Background: an optimization exercise with open tools, aiming at small area. Do not read the settings as production practice.
The RTL was checked by simulation tests, not by an equivalence proof against the original design.
Power figures rest on the tool's default switching activity, not on a simulated workload.

==> flow/design.v <==
package pool_pkg;
  localparam logic MODE_MAX = 1'b0;
  localparam logic MODE_AVG = 1'b1;
  typedef enum logic [1:0] {
    ST_IDLE,
    ST_RUN,
    ST_FLUSH
  } state_t;
endpackage
module pool_lane_alu
#(
  parameter int unsigned DATA_WIDTH = 16,
  parameter int unsigned ACC_W      = 18,
  parameter int unsigned SHIFT      = 2
) (
  input  logic                  MODE,
  input  logic                  SEED,     
  input  logic                  FINAL,    
  input  logic [ACC_W-1:0]      ACC,      
  input  logic [DATA_WIDTH-1:0] PIX,
  output logic [ACC_W-1:0]      NEXT,     
  output logic [ACC_W-2:0]      PAIR      
);
  localparam int unsigned B0 = ACC_W / 3;
  localparam int unsigned B1 = ACC_W / 3;
  localparam int unsigned B2 = ACC_W - B0 - B1;
  logic [ACC_W-1:0] pix_ext, opb, sum, comb;
  logic [B1-1:0]    s1_0, s1_1;
  logic [B2-1:0]    s2_0, s2_1;
  logic             c1, c1_0, c1_1, c2;
  logic             sub, take_pix;
  assign sub     = (MODE != pool_pkg::MODE_AVG);
  assign pix_ext = ACC_W'($signed(PIX));
  assign opb     = pix_ext ^ {ACC_W{sub}};
  pool_rca #(.W(B0)) u_b0   (.A(ACC[B0-1:0]),        .B(opb[B0-1:0]),        .CI(sub),  .S(sum[B0-1:0]), .CO(c1));
  pool_rca #(.W(B1)) u_b1_0 (.A(ACC[B0+B1-1:B0]),    .B(opb[B0+B1-1:B0]),    .CI(1'b0), .S(s1_0),        .CO(c1_0));
  pool_rca #(.W(B1)) u_b1_1 (.A(ACC[B0+B1-1:B0]),    .B(opb[B0+B1-1:B0]),    .CI(1'b1), .S(s1_1),        .CO(c1_1));
  pool_rca #(.W(B2)) u_b2_0 (.A(ACC[ACC_W-1:B0+B1]), .B(opb[ACC_W-1:B0+B1]), .CI(1'b0), .S(s2_0),        .CO());
  pool_rca #(.W(B2)) u_b2_1 (.A(ACC[ACC_W-1:B0+B1]), .B(opb[ACC_W-1:B0+B1]), .CI(1'b1), .S(s2_1),        .CO());
  assign sum[B0+B1-1:B0]    = c1 ? s1_1 : s1_0;
  assign c2                 = c1 ? c1_1 : c1_0;
  assign sum[ACC_W-1:B0+B1] = c2 ? s2_1 : s2_0;
  assign take_pix = sum[ACC_W-1] | SEED;
  assign comb     = sub ? (take_pix ? pix_ext : ACC) : sum;
  assign NEXT[ACC_W-1:DATA_WIDTH] = comb[ACC_W-1:DATA_WIDTH];
  assign NEXT[DATA_WIDTH-1:0]     = (!sub && FINAL) ? sum[SHIFT +: DATA_WIDTH] : comb[DATA_WIDTH-1:0];
  assign PAIR = comb[ACC_W-2:0];
endmodule
module pool_rca
#(
  parameter int unsigned W = 9
) (
  input  logic [W-1:0] A,
  input  logic [W-1:0] B,
  input  logic         CI,
  output logic [W-1:0] S,
  output logic         CO
);
  logic [W:0] c;
  assign c[0] = CI;
  for (genvar i = 0; i < W; i++) begin : g_bit
    assign S[i]   = A[i] ^ B[i] ^ c[i];
    assign c[i+1] = (A[i] & B[i]) | (c[i] & (A[i] ^ B[i]));
  end
  assign CO = c[W];
endmodule
module pool_engine
#(
  parameter int unsigned DATA_WIDTH = 16,
  parameter int unsigned NUM_PE     = 4,
  parameter int unsigned POOL_X     = 2,
  parameter int unsigned POOL_Y     = 2,
  parameter int unsigned MAX_OUT_W  = 32,
  parameter int unsigned DIM_WIDTH  = 10
) (
  input  logic                 CLK,
  input  logic                 RESET,
  input  logic                 START,
  input  logic [DIM_WIDTH-1:0] CFG_ROW_W,
  input  logic [DIM_WIDTH-1:0] CFG_ROWS,
  input  logic                 CFG_MODE,
  input  logic                 IN_VALID,
  output logic                 IN_READY,
  input  logic [DATA_WIDTH*NUM_PE-1:0] DATA_IN,
  output logic                 OUT_VALID,
  input  logic                 OUT_READY,
  output logic [DATA_WIDTH*NUM_PE-1:0] DATA_OUT,
  output logic                 BUSY,
  output logic                 DONE
);
  localparam int unsigned ACC_W = DATA_WIDTH + 2;    
  localparam int unsigned BUF_W = DATA_WIDTH + 1;    
  localparam int unsigned ROW_W = BUF_W * NUM_PE;
  logic                 run, flush, out_valid, done;
  logic                 mode, py;
  logic [DIM_WIDTH-1:0] x, x_inc, row_w, rows_left, rows_dec;
  logic [DIM_WIDTH:0]   xc, rc;
  logic                 out_free, accept, px, last_x, last_y;
  logic                 win_done, buf_we;
  localparam int unsigned OXW = $clog2(MAX_OUT_W);
  logic [OXW-1:0]       ox;
  logic                 in_range;
  logic [ROW_W-1:0]     wr_bus, rd_raw, rd_row;
  logic [MAX_OUT_W-1:0] prep, rsel;
  logic                 phase;
  logic [ACC_W-1:0]     acc  [NUM_PE];
  logic [ACC_W-1:0]     opa  [NUM_PE];
  logic [ACC_W-1:0]     nxt  [NUM_PE];
  logic [BUF_W-1:0]     pair [NUM_PE];
  assign out_free = !out_valid || OUT_READY;
  assign IN_READY = run && out_free;
  assign accept   = IN_VALID && run && out_free;
  assign xc[0] = 1'b1;
  assign rc[0] = 1'b1;
  for (genvar i = 0; i < DIM_WIDTH; i++) begin : g_cnt
    assign x_inc[i]    = x[i] ^ xc[i];
    assign xc[i+1]     = x[i] & xc[i];
    assign rows_dec[i] = rows_left[i] ^ rc[i];
    assign rc[i+1]     = !rows_left[i] & rc[i];
  end
  assign px       = x[0];
  assign last_x   = (x_inc == row_w);
  assign last_y   = (rows_left == DIM_WIDTH'(1));
  assign ox       = x[OXW:1];
  assign in_range = (x[DIM_WIDTH-1:OXW+1] == '0);
  assign win_done = accept && px && py && in_range;
  assign buf_we   = accept && px && !py;
  for (genvar k = 0; k < MAX_OUT_W; k++) begin : g_sel
    assign prep[k] = !py && in_range && (ox == OXW'(k));
    assign rsel[k] = py && (ox == OXW'(k));
  end
  pool_row_buf #(
    .ENTRIES (MAX_OUT_W),
    .WIDTH   (ROW_W)
  ) u_rbuf (
    .CLK    (CLK),
    .PREP   (prep),
    .WR_BUS (wr_bus),
    .RSEL   (rsel),
    .RD     (rd_raw)
  );
  assign rd_row = rd_raw ^ {ROW_W{phase && py}};    
  for (genvar l = 0; l < NUM_PE; l++) begin : g_lane
    assign opa[l] = px ? acc[l] : ACC_W'($signed(rd_row[l*BUF_W +: BUF_W]));
    assign wr_bus[l*BUF_W +: BUF_W] = buf_we ? (pair[l] ^ {BUF_W{phase}}) : '1;
    pool_lane_alu #(
      .DATA_WIDTH (DATA_WIDTH),
      .ACC_W      (ACC_W),
      .SHIFT      (2)
    ) u_alu (
      .MODE  (mode),
      .SEED  (!px && !py),
      .FINAL (px && py),
      .ACC   (opa[l]),
      .PIX   (DATA_IN[l*DATA_WIDTH +: DATA_WIDTH]),
      .NEXT  (nxt[l]),
      .PAIR  (pair[l])
    );
    assign DATA_OUT[l*DATA_WIDTH +: DATA_WIDTH] = acc[l][DATA_WIDTH-1:0];
  end
  assign OUT_VALID = out_valid;
  assign BUSY      = run || flush;
  assign DONE      = done;
  always_ff @(posedge CLK) begin
    if (accept) begin
      for (int l = 0; l < NUM_PE; l++) acc[l] <= nxt[l];
    end
    phase <= !phase;
  end
  always_ff @(posedge CLK) begin
    if (!run && !flush && START) begin
      row_w     <= CFG_ROW_W;
      rows_left <= CFG_ROWS;
      mode      <= CFG_MODE;
      x         <= '0;
      py        <= 1'b0;
    end else if (accept) begin
      if (last_x) begin
        x         <= '0;
        py        <= !py;
        rows_left <= rows_dec;
      end else begin
        x <= x_inc;
      end
    end
  end
  always_ff @(posedge CLK or posedge RESET) begin
    if (RESET) begin
      run       <= 1'b0;
      flush     <= 1'b0;
      out_valid <= 1'b0;
      done      <= 1'b0;
    end else begin
      done <= flush && out_free;
      if (win_done)       out_valid <= 1'b1;
      else if (OUT_READY) out_valid <= 1'b0;
      if (!run && !flush) begin
        if (START) run <= 1'b1;
      end else if (run) begin
        if (accept && last_x && last_y) begin
          run   <= 1'b0;
          flush <= 1'b1;
        end
      end else if (out_free) begin
        flush <= 1'b0;
      end
    end
  end
endmodule
module pool_row_buf
#(
  parameter int unsigned ENTRIES = 32,
  parameter int unsigned WIDTH   = 68
) (
  input  logic               CLK,
  input  logic [ENTRIES-1:0] PREP,
  input  logic [WIDTH-1:0]   WR_BUS,
  input  logic [ENTRIES-1:0] RSEL,
  output logic [WIDTH-1:0]   RD
);
  logic [WIDTH-1:0] mem [ENTRIES];
  always_ff @(posedge CLK) begin
    for (int k = 0; k < ENTRIES; k++) mem[k] <= ~(({WIDTH{PREP[k]}} & WR_BUS) | mem[k]);
  end
  always_comb begin
    RD = '0;
    for (int k = 0; k < ENTRIES; k++) RD = RD | ({WIDTH{RSEL[k]}} & mem[k]);
  end
endmodule
==> flow/flow/run.sh <==
#!/bin/bash
# The standard layout, except that the port buffers use the smallest
# buffer cell instead of the one buffer_ports picks by default.
set -euo pipefail
bash standard.sh synth > synth.log 2>&1
bash standard.sh "BUFFER_PORTS_ARGS=-buffer_cell sky130_fd_sc_hd__buf_1" finish > layout.log 2>&1
==> flow/standard.sh <==
#!/bin/bash
# synth_recipe.tcl (not shown) runs the flow's synth.tcl, then flattens the netlist and writes it again
# the make line also repeats each setting of config.mk as NAME=value (left out here)
make -C /OpenROAD-flow-scripts/flow DESIGN_CONFIG=/design/flow/config.mk WORK_HOME=/design/flow/orfs CLKGATE_MAP_FILE= SYNTH_SCRIPT=/design/flow/synth_recipe.tcl "${@:-finish}"
==> flow/config.mk <==
export PLATFORM = sky130hd
export DESIGN_NAME = pool_engine
export DESIGN_NICKNAME = pool_engine
export VERILOG_FILES = /design/flow/design.v
export SDC_FILE = /design/flow/constraint.sdc
export NUM_CORES = 4
export LEC_CHECK = 0
export CAP_MARGIN = 20
export CORE_MARGIN = 2
export CORE_UTILIZATION = 60
export CTS_CLUSTER_DIAMETER = 100
export CTS_CLUSTER_SIZE = 30
export SLEW_MARGIN = 20
export SYNTH_HIERARCHICAL = 1
==> flow/constraint.sdc <==
create_clock -name core_clock -period 10.0 [get_ports {CLK}]
set_input_delay 2.0000 -clock core_clock [delete_from_list [all_inputs] [get_ports {CLK}]]
set_output_delay 2.0000 -clock core_clock [all_outputs]
set_load 0.01 [all_outputs]
==> notes.md <==
clock latency (worst-skew pair) 0.76 ns; Power Density 244.4 mW/mm2; crit end category register; commonest non-fill, non-tap cell in the layout a21oi_1; TritonCTS clock tree built; Met2 Routed Length 123200 um; nets 8015; Worst-Margin Slew 1.212 ns; TritonCTS Buffers 86; fin crit period 9.152 ns; Pre-antenna DRT Iters 6; worst-path maximum fanout 32; Final setup viols 0; CP max stage cell nor2_4; Peak VDD IR 0.2050 mV; DP Area 0.08339 mm2; # fillers 11249; post-synthesis area per instance 10.05 um2; Final Cycle Share 91.52%; GRT Total Usage 38.31%; Leak 32.26 nW; Starting Density 60.66%; Sequential Area 0.04670 mm2; WP data required 10.65 ns; core outline area 0.1358 mm2; number of cells on the worst hold path 1; Max-slew headroom 18.99%; DP Worst Slack 1.205 ns; post-route antenna net violation count 0; final hold violations 0; DRC Markers 0; routed vias/inst 6.820; Synth-to-Final Area Change 4.358%; most frequent cells in the layout a21oi_1 (2235), dfxtp_1 (2186), a22oi_1 (1100); Max Cap Violations 0; Multi-input gate area 0.03122 mm2; H-tree depth 3; CP Class register to register; CTS sink count 2285; hold_buf cts 0; Top delay family on crit path simple AND/OR/NAND/NOR gates; initial antenna violation count 5; CP arrival 9.81 ns; YS warnings 15; vias in the first global route 61563; setup TNS 0 ns; die area 0.1403 mm2; Critical path buffers and inverters 5; FP Rows 135; # resized after CTS 0; Synth Instances 8193; final setup margin 0.8481 ns; largest net degree at the start of global routing 78; status complete, no violations; gr ovfl total 0; highest routed layer met5; RSZ-0062 raised after global routing no; Worst-path clk slew 0.11 ns; Worst path max stage delay 0.95 ns; CTS root buffer clkbuf_16; DR iter-0 viols 8882; # IOs 158; met1 WL 114200 um; cell area after layout 0.08596 mm2; WL met3 28410 um; via count 65458; PortBufs 157; Clock Skew 0.03783 ns; layout cells sized above 1 5.990%; Critical Path Start Type register; critical path depth 26; chip width 374.5 um; drt total wl 278300 um; Slew Viols, Final 0; detailed-placement wirelength estimate 168000 um; WL/cell 29.00 um; R2R cell count 26; Max Clock Freq 0.1093 GHz; die height 374.5 um; postcts setup bufs 0; maximum buffer depth of the clock tree 3; gpl congestion 0.8531; global-route wire length before repair 406400 um; Syn Std Cell Area 0.08237 mm2; Hold WC Path Type register to register; crit-path most repeated cell fa_1
==> worst paths after layout <==
kind                                                 start                         end  slack (ns)
min in group asynchronous                            RESET              done$_DFF_PP0_        1.09
worst min-delay path            u_rbuf.mem[20][14]$_DFF_P_  u_rbuf.mem[20][14]$_DFF_P_        0.41
worst max register to register           x[2]$_SDFFE_PP0P_  u_rbuf.mem[29][17]$_DFF_P_        0.85
max in group asynchronous                            RESET           flush$_DFFE_PP0P_        8.76
worst min register to register  u_rbuf.mem[20][14]$_DFF_P_  u_rbuf.mem[20][14]$_DFF_P_        0.41
worst max-delay path                     x[2]$_SDFFE_PP0P_  u_rbuf.mem[29][17]$_DFF_P_        0.85
==> worst register-to-register path: cells and delay by family (launching register included) <==
kind | cells | cell delay, ns
compound gates | 4 | 0.99
xor+xnor | 2 | 0.45
fa+ha+maj | 6 | 2.00
buf+inv | 5 | 0.69
flops | 1 | 0.51
mux | 3 | 1.70
simple gates | 6 | 2.72
==> power by group <==
part	total (W)	leakage [nW]	internal, W	switching (W)
combinational	0.00425	10.5	0.00144	0.00280
clock	0.00445	1.17	0.00167	0.00278
sequential	0.0123	20.6	0.0112	0.00107
==> stage by stage <==
stage	utilization, %	hold slack (ns)	power (W)	std cells
2_1_floorplan	-	0.3891	0.01521	8201
3_3_place_gp	61.34	0.3971	0.01634	9471
3_5_place_dp	61.41	0.3996	0.01658	9475
4_1_cts	63.16	0.4137	0.02087	9588
5_1_grt	63.29	0.4195	0.02192	9594
6_report	63.30	0.4109	0.02101	9598
==> flip-flops by register name (all words and copies together), names as in the netlist <==
signal,count
out_valid,1
done,1
mode,1
phase,1
flush,1
row_w,10
x,10
acc,72
rows_left,10
py,1
u_rbuf.mem,2176
run,1
==> layer usage <==
metal | up-vias | global-route usage, %
li1 | 28561 | -
met1 | 32467 | 53.67
met2 | 3759 | 59.02
met3 | 667 | 6.787
met4 | 4 | 15.18
met5 | - | 0
==> final cells by class <==
type	instances	share of cell area [%]
diodes	4	0.01164
clock buffers	107	2.706
clock inverters	6	0.07132
inverters	251	1.100
multi-input cells	4785	36.32
flip-flops and latches	2285	54.33
well taps	1781	2.592
repair buffers	379	2.872

[afterwards: timing with drivers on the ports]
No port has a modelled driver above. Below, the same layout with a new extraction and two added sets of constraints. Step 1 (the two cells are an assumption about what drives the block):
set clk [get_ports {CLK}]
set_driving_cell -lib_cell sky130_fd_sc_hd__clkbuf_16 $clk
set_driving_cell -lib_cell sky130_fd_sc_hd__buf_2 [delete_from_list [all_inputs] $clk]
Step 2 also shifts input and output timing later by t, the mid clock arrival at the registers, as if the neighbouring blocks saw the same clock. Three values: ideal ports, drivers, drivers and shift; two values: the first two.
t, ns: 0.835
setup slack, ns: 0.848 / 0.848 / 0.848
hold WS [ns]: 0.411 / 0.411 / 0.411
slew at the worst register clock pin (ns): 0.12 / 0.12
worst slew at a driven data input, ns: 0.10
After both steps this run still meets setup and hold. The setup slack of this run moves by 0.000 ns with the drivers and by 0.000 ns with both steps.
